What follows belongs to an exercise in optimizing a design on an open flow for small area, a short achievable clock period and few clock cycles per item; a production flow would make more cautious choices.
In this exercise RTL edits were held to simulation tests only and were not proved equivalent to the original.

==> inputs of raven <==
==> flow/design.v <==
package pkt_match_pkg;
  typedef logic [3-1:0]              len_t;
  typedef logic [4-1:0]         word_off_t;
  typedef logic [$clog2(8)-1:0] byte_off_t;
  typedef logic [4-1:0]              buf_id_t;
  typedef logic [8*8-1:0]       data_t;
  typedef logic [4*8-1:0]       type_val_t;
  typedef struct packed {
    logic  sop;
    logic  eop;
    len_t  length;
    data_t data;
  } pkt_word_t;
  typedef struct packed {
    pkt_word_t word;
    logic      hit;
    buf_id_t   buffer;
  } tagged_word_t;
  typedef struct packed {
    logic      valid;
    word_off_t word_off;
    data_t     value;
    buf_id_t   buffer;
  } sym_entry_t;
  typedef enum logic {
    IDLE      = 1'b0,
    IN_PACKET = 1'b1
  } match_state_t;
endpackage
module word_matcher
(
  input  logic                                        clk_net,
  input  logic                                        rst,
  input  logic                                        accept,
  input  logic                                        in_sop,
  input  logic                                        in_eop,
  input  logic [3-1:0]                        in_length,
  input  logic [8*8-1:0]                 in_data,
  input  logic [4-1:0]                   type_word,
  input  logic [$clog2(8)-1:0]           type_off,
  input  logic [4*8-1:0]                 type_value,
  input  logic [4-1:0]                  sym_valid,
  input  logic [4*4-1:0]   sym_word,
  input  logic [4*8*8-1:0] sym_value,
  input  logic [4*4-1:0]        sym_buffer,
  output logic                                        rv,
  input  logic                                        mv,
  output logic                                        push,
  output logic [2+3+8*8+1+4-1:0] tword
);
  localparam int OFF_W = 4;
  localparam int DW    = 8*8;
  localparam int NS    = 4;
  localparam int BW    = 4;
  logic                     sop_r, eop_r;
  logic [3-1:0]     len_r;
  logic [DW-1:0]            data_r;
  logic [OFF_W-1:0]         type_word_r;
  logic [2:0]               type_off_r;
  logic [31:0]              type_value_r;
  logic [NS-1:0]            sym_valid_r;
  logic [NS*OFF_W-1:0]      sym_word_r;
  logic [NS*DW-1:0]         sym_value_r;
  logic [NS*BW-1:0]         sym_buffer_r;
  logic                     in_pkt_r;
  logic [OFF_W-1:0]         off_r;
  logic                     tseen_r, sseen_r;
  logic [BW-1:0]            buf_r;
  always_ff @(posedge clk_net) begin
    if (rst) begin
      rv <= 1'b0;
    end else if (accept) begin
      rv <= 1'b1;
    end else if (mv) begin
      rv <= 1'b0;
    end
  end
  always_ff @(posedge clk_net) begin
    if (accept) begin
      sop_r  <= in_sop;
      eop_r  <= in_eop;
      len_r  <= in_length;
      data_r <= in_data;
    end
    if (accept && in_sop) begin
      type_word_r  <= type_word;
      type_off_r   <= type_off;
      type_value_r <= type_value;
      sym_valid_r  <= sym_valid;
      sym_word_r   <= sym_word;
      sym_value_r  <= sym_value;
      sym_buffer_r <= sym_buffer;
    end
  end
  logic             pkt_word;
  logic [OFF_W-1:0] cur_off;
  logic [31:0]      tsel;
  logic             type_hit;
  logic             sym_hit;
  logic [BW-1:0]    sym_buf;
  logic             tacc, sacc, verdict;
  logic [BW-1:0]    bacc;
  assign pkt_word = sop_r | in_pkt_r;
  assign cur_off  = sop_r ? '0 : off_r;
  always_comb begin
    case (type_off_r)
      3'd0:    tsel = data_r[31:0];
      3'd1:    tsel = data_r[39:8];
      3'd2:    tsel = data_r[47:16];
      3'd3:    tsel = data_r[55:24];
      default: tsel = data_r[63:32];
    endcase
    type_hit = (cur_off == type_word_r) && (type_off_r <= 3'd4) &&
               ({1'b0, len_r} >= {1'b0, type_off_r} + 4'd3) && (tsel == type_value_r);
  end
  always_comb begin
    sym_hit = 1'b0;
    sym_buf = '0;
    for (int k = 0; k < NS; k++) begin
      if (sym_valid_r[k] && sym_word_r[k*OFF_W +: OFF_W] == cur_off && len_r == 3'd7 &&
          data_r == sym_value_r[k*DW +: DW]) begin
        sym_hit = 1'b1;
        sym_buf = sym_buffer_r[k*BW +: BW];
      end
    end
  end
  assign tacc    = (~sop_r & tseen_r) | type_hit;
  assign sacc    = (~sop_r & sseen_r) | sym_hit;
  assign bacc    = sym_hit ? sym_buf : buf_r;
  assign verdict = eop_r & tacc & sacc;
  assign push  = rv & pkt_word;
  assign tword = {sop_r, eop_r, len_r, data_r, verdict, verdict ? bacc : {BW{1'b0}}};
  always_ff @(posedge clk_net) begin
    if (rst) begin
      in_pkt_r <= 1'b0;
    end else if (mv && pkt_word) begin
      in_pkt_r <= ~eop_r;
    end
  end
  always_ff @(posedge clk_net) begin
    if (mv && pkt_word) begin
      off_r   <= (cur_off == '1) ? cur_off : cur_off + 1'b1;
      tseen_r <= tacc;
      sseen_r <= sacc;
      buf_r   <= bacc;
    end
  end
endmodule
module egress_stage
#(
  parameter int W = 2 + 3 + 8*8 + 1 + 4
)
(
  input  logic         clk_net,
  input  logic         rst,
  input  logic         out_rdy,
  output logic         out_vld,
  output logic [W-1:0] out_word,
  output logic         room,
  output logic         sk_vld,
  input  logic         push,
  input  logic [W-1:0] push_word
);
  logic [W-1:0] sk_word;
  logic         out_en;
  assign room   = ~sk_vld | out_rdy;
  assign out_en = ~out_vld | out_rdy;
  always_ff @(posedge clk_net) begin
    if (rst) begin
      out_vld <= 1'b0;
      sk_vld  <= 1'b0;
    end else begin
      if (out_en) begin
        out_vld <= sk_vld | push;
      end
      if (sk_vld) begin
        if (out_rdy) sk_vld <= push;
      end else begin
        sk_vld <= push & out_vld & ~out_rdy;
      end
    end
  end
  always_ff @(posedge clk_net) begin
    if (out_en) begin
      out_word <= sk_vld ? sk_word : push_word;
    end
    if (room) begin
      sk_word <= push_word;
    end
  end
endmodule
module pkt_match_top
(
  input  logic                                        clk_net,
  input  logic                                        rst,
  input  logic                                        in_vld,
  output logic                                        in_rdy,
  input  logic                                        in_sop,
  input  logic                                        in_eop,
  input  logic [3-1:0]                        in_length,
  input  logic [8*8-1:0]                 in_data,
  input  logic [4-1:0]                   type_word,
  input  logic [$clog2(8)-1:0]           type_off,
  input  logic [4*8-1:0]                 type_value,
  input  logic [4-1:0]                  sym_valid,
  input  logic [4*4-1:0]   sym_word,
  input  logic [4*8*8-1:0] sym_value,
  input  logic [4*4-1:0]        sym_buffer,
  input  logic                                        out_rdy,
  output logic                                        out_vld,
  output logic                                        out_sop,
  output logic                                        out_eop,
  output logic [3-1:0]                        out_length,
  output logic [8*8-1:0]                 out_data,
  output logic                                        out_hit,
  output logic [4-1:0]                        out_buffer
);
  localparam int W = 2 + 3 + 8*8 + 1 + 4;
  logic         rdy_r;
  logic         accept;
  logic         rv, mv, push, room, sk_vld;
  logic [W-1:0] tword, out_word;
  logic         rv_next, sk_next;
  assign in_rdy = rdy_r;
  assign accept = in_vld & rdy_r;
  assign mv     = rv & room;
  word_matcher u_matcher (
    .clk_net    (clk_net),
    .rst        (rst),
    .accept     (accept),
    .in_sop     (in_sop),
    .in_eop     (in_eop),
    .in_length  (in_length),
    .in_data    (in_data),
    .type_word  (type_word),
    .type_off   (type_off),
    .type_value (type_value),
    .sym_valid  (sym_valid),
    .sym_word   (sym_word),
    .sym_value  (sym_value),
    .sym_buffer (sym_buffer),
    .rv         (rv),
    .mv         (mv),
    .push       (push),
    .tword      (tword)
  );
  egress_stage #(.W(W)) u_egress (
    .clk_net   (clk_net),
    .rst       (rst),
    .out_rdy   (out_rdy),
    .out_vld   (out_vld),
    .out_word  (out_word),
    .room      (room),
    .sk_vld    (sk_vld),
    .push      (push & room),
    .push_word (tword)
  );
  assign rv_next = accept | (rv & ~room);
  assign sk_next = sk_vld ? (~out_rdy | push) : (push & out_vld & ~out_rdy);
  always_ff @(posedge clk_net) begin
    if (rst) begin
      rdy_r <= 1'b1;
    end else begin
      rdy_r <= ~(rv_next & sk_next);
    end
  end
  assign {out_sop, out_eop, out_length, out_data, out_hit, out_buffer} = out_word;
endmodule
==> flow/run.sh <==
#!/bin/bash
# synth_recipe.tcl (not shown) runs the flow's synth.tcl, then flattens the netlist and writes it again
# the make line also repeats each setting of config.mk as NAME=value (left out here)
make -C /OpenROAD-flow-scripts/flow DESIGN_CONFIG=/design/flow/config.mk WORK_HOME=/design/flow/orfs CLKGATE_MAP_FILE= SYNTH_SCRIPT=/design/flow/synth_recipe.tcl finish
==> flow/config.mk <==
export PLATFORM = sky130hd
export DESIGN_NAME = pkt_match_top
export DESIGN_NICKNAME = pkt_match_top
export VERILOG_FILES = /design/flow/design.v
export SDC_FILE = /design/flow/constraint.sdc
export NUM_CORES = 4
export LEC_CHECK = 0
export CAP_MARGIN = 20
export CORE_MARGIN = 2
export CORE_UTILIZATION = 40
export SLEW_MARGIN = 20
==> flow/constraint.sdc <==
create_clock -name core_clock -period 4.5 [get_ports {clk_net}]
set_input_delay 0.9000 -clock core_clock [delete_from_list [all_inputs] [get_ports {clk_net}]]
set_output_delay 0.9000 -clock core_clock [all_outputs]
set_load 0.01 [all_outputs]
==> inputs of willow, as changes to raven <==
Settings changed: SETUP_SLACK_MARGIN from default to 1.8.
==> flow_summary_export.csv <==
group,metric,value,unit
worst_setup_path,crit_buf_inv,1,
worst_setup_path,worstPathCellList,"xnor2_1 > nand4_1 > nor4_1 > buf_4 > nand3_1 > or3_1 > a311oi_1 > o31ai_1 > mux2i_1 > o21ai_1",
min_path,holdPathStages,0,
power_and_ir_drop,p_leak,10.73,nW
power_and_ir_drop,p_total,12.24,mW
detailed_routing,drtIter0Drc,1540,
run_status,outcome,"no timing/DRC/antenna violations",
worst_setup_path,reg2reg_slack,0.49,ns
layout,clock_area_frac,0.06007,
timing,period_share,0.8908,
grt,first_global_vias,15627,
layout,n_antenna_cell,3,
power_and_ir_drop,pwr.group.clock,4.78,mW
timing,final.min_clock_period,4.009,ns
detailed_routing,vias_per_cell,5.556,
(the above is from raven)
==> flow_summary_export.csv <==
group,metric,value,unit
detailed_routing,drtIter0Drc,1778,
run_status,outcome,"no timing/DRC/antenna violations",
layout,clock_area_frac,0.05633,
worst_setup_path,reg2reg_slack,1.24,ns
worst_setup_path,crit_buf_inv,4,
layout,syn_to_final_growth,42.86,%
timing,final.min_clock_period,3.258,ns
power_and_ir_drop,p_total,12.54,mW
grt,first_global_vias,16561,
power_and_ir_drop,p_leak,11.91,nW
min_path,holdPathStages,2,
power_and_ir_drop,pwr.group.clock,4.85,mW
(the above is from willow)
Testbench counts of raven, summed over its fixed seeds: cycles 17,517, words 13,509.
Testbench counts of willow, summed over its fixed seeds: cycles 17,517, words 13,509.

-- port drivers added, routing unchanged --
In the flow no input, the clock included, has a driving cell. The finished layouts below were timed again as built, in two steps.
Step 1: set_driving_cell puts a clkbuf_16 on clk_net and a buf_2 on each other input, an assumption about the parent block.
Step 2 adds t to the input delays and takes it off the output delays; t is the mean of the earliest and latest rising clock arrival at the registers after step 1. Input paths then give back, and output paths get back, about the clock's delay inside the block.
a / b / c = no drivers / after step 1 / after step 2; a / b = the first two.
run | shift t [ns] | setup slack, ns | worst register clock-pin slew, ns | cell pins on the clock port's net
raven | 0.673 | 0.491 / 0.491 / 0.491 | 0.07 / 0.07 | 1
willow | 0.679 | 1.242 / 1.242 / 1.161 | 0.06 / 0.06 | 1
After both steps every run listed still meets setup and hold. For willow, which loses most, drivers alone change the setup slack by 0.000 ns; drivers and shift together by -0.081 ns.
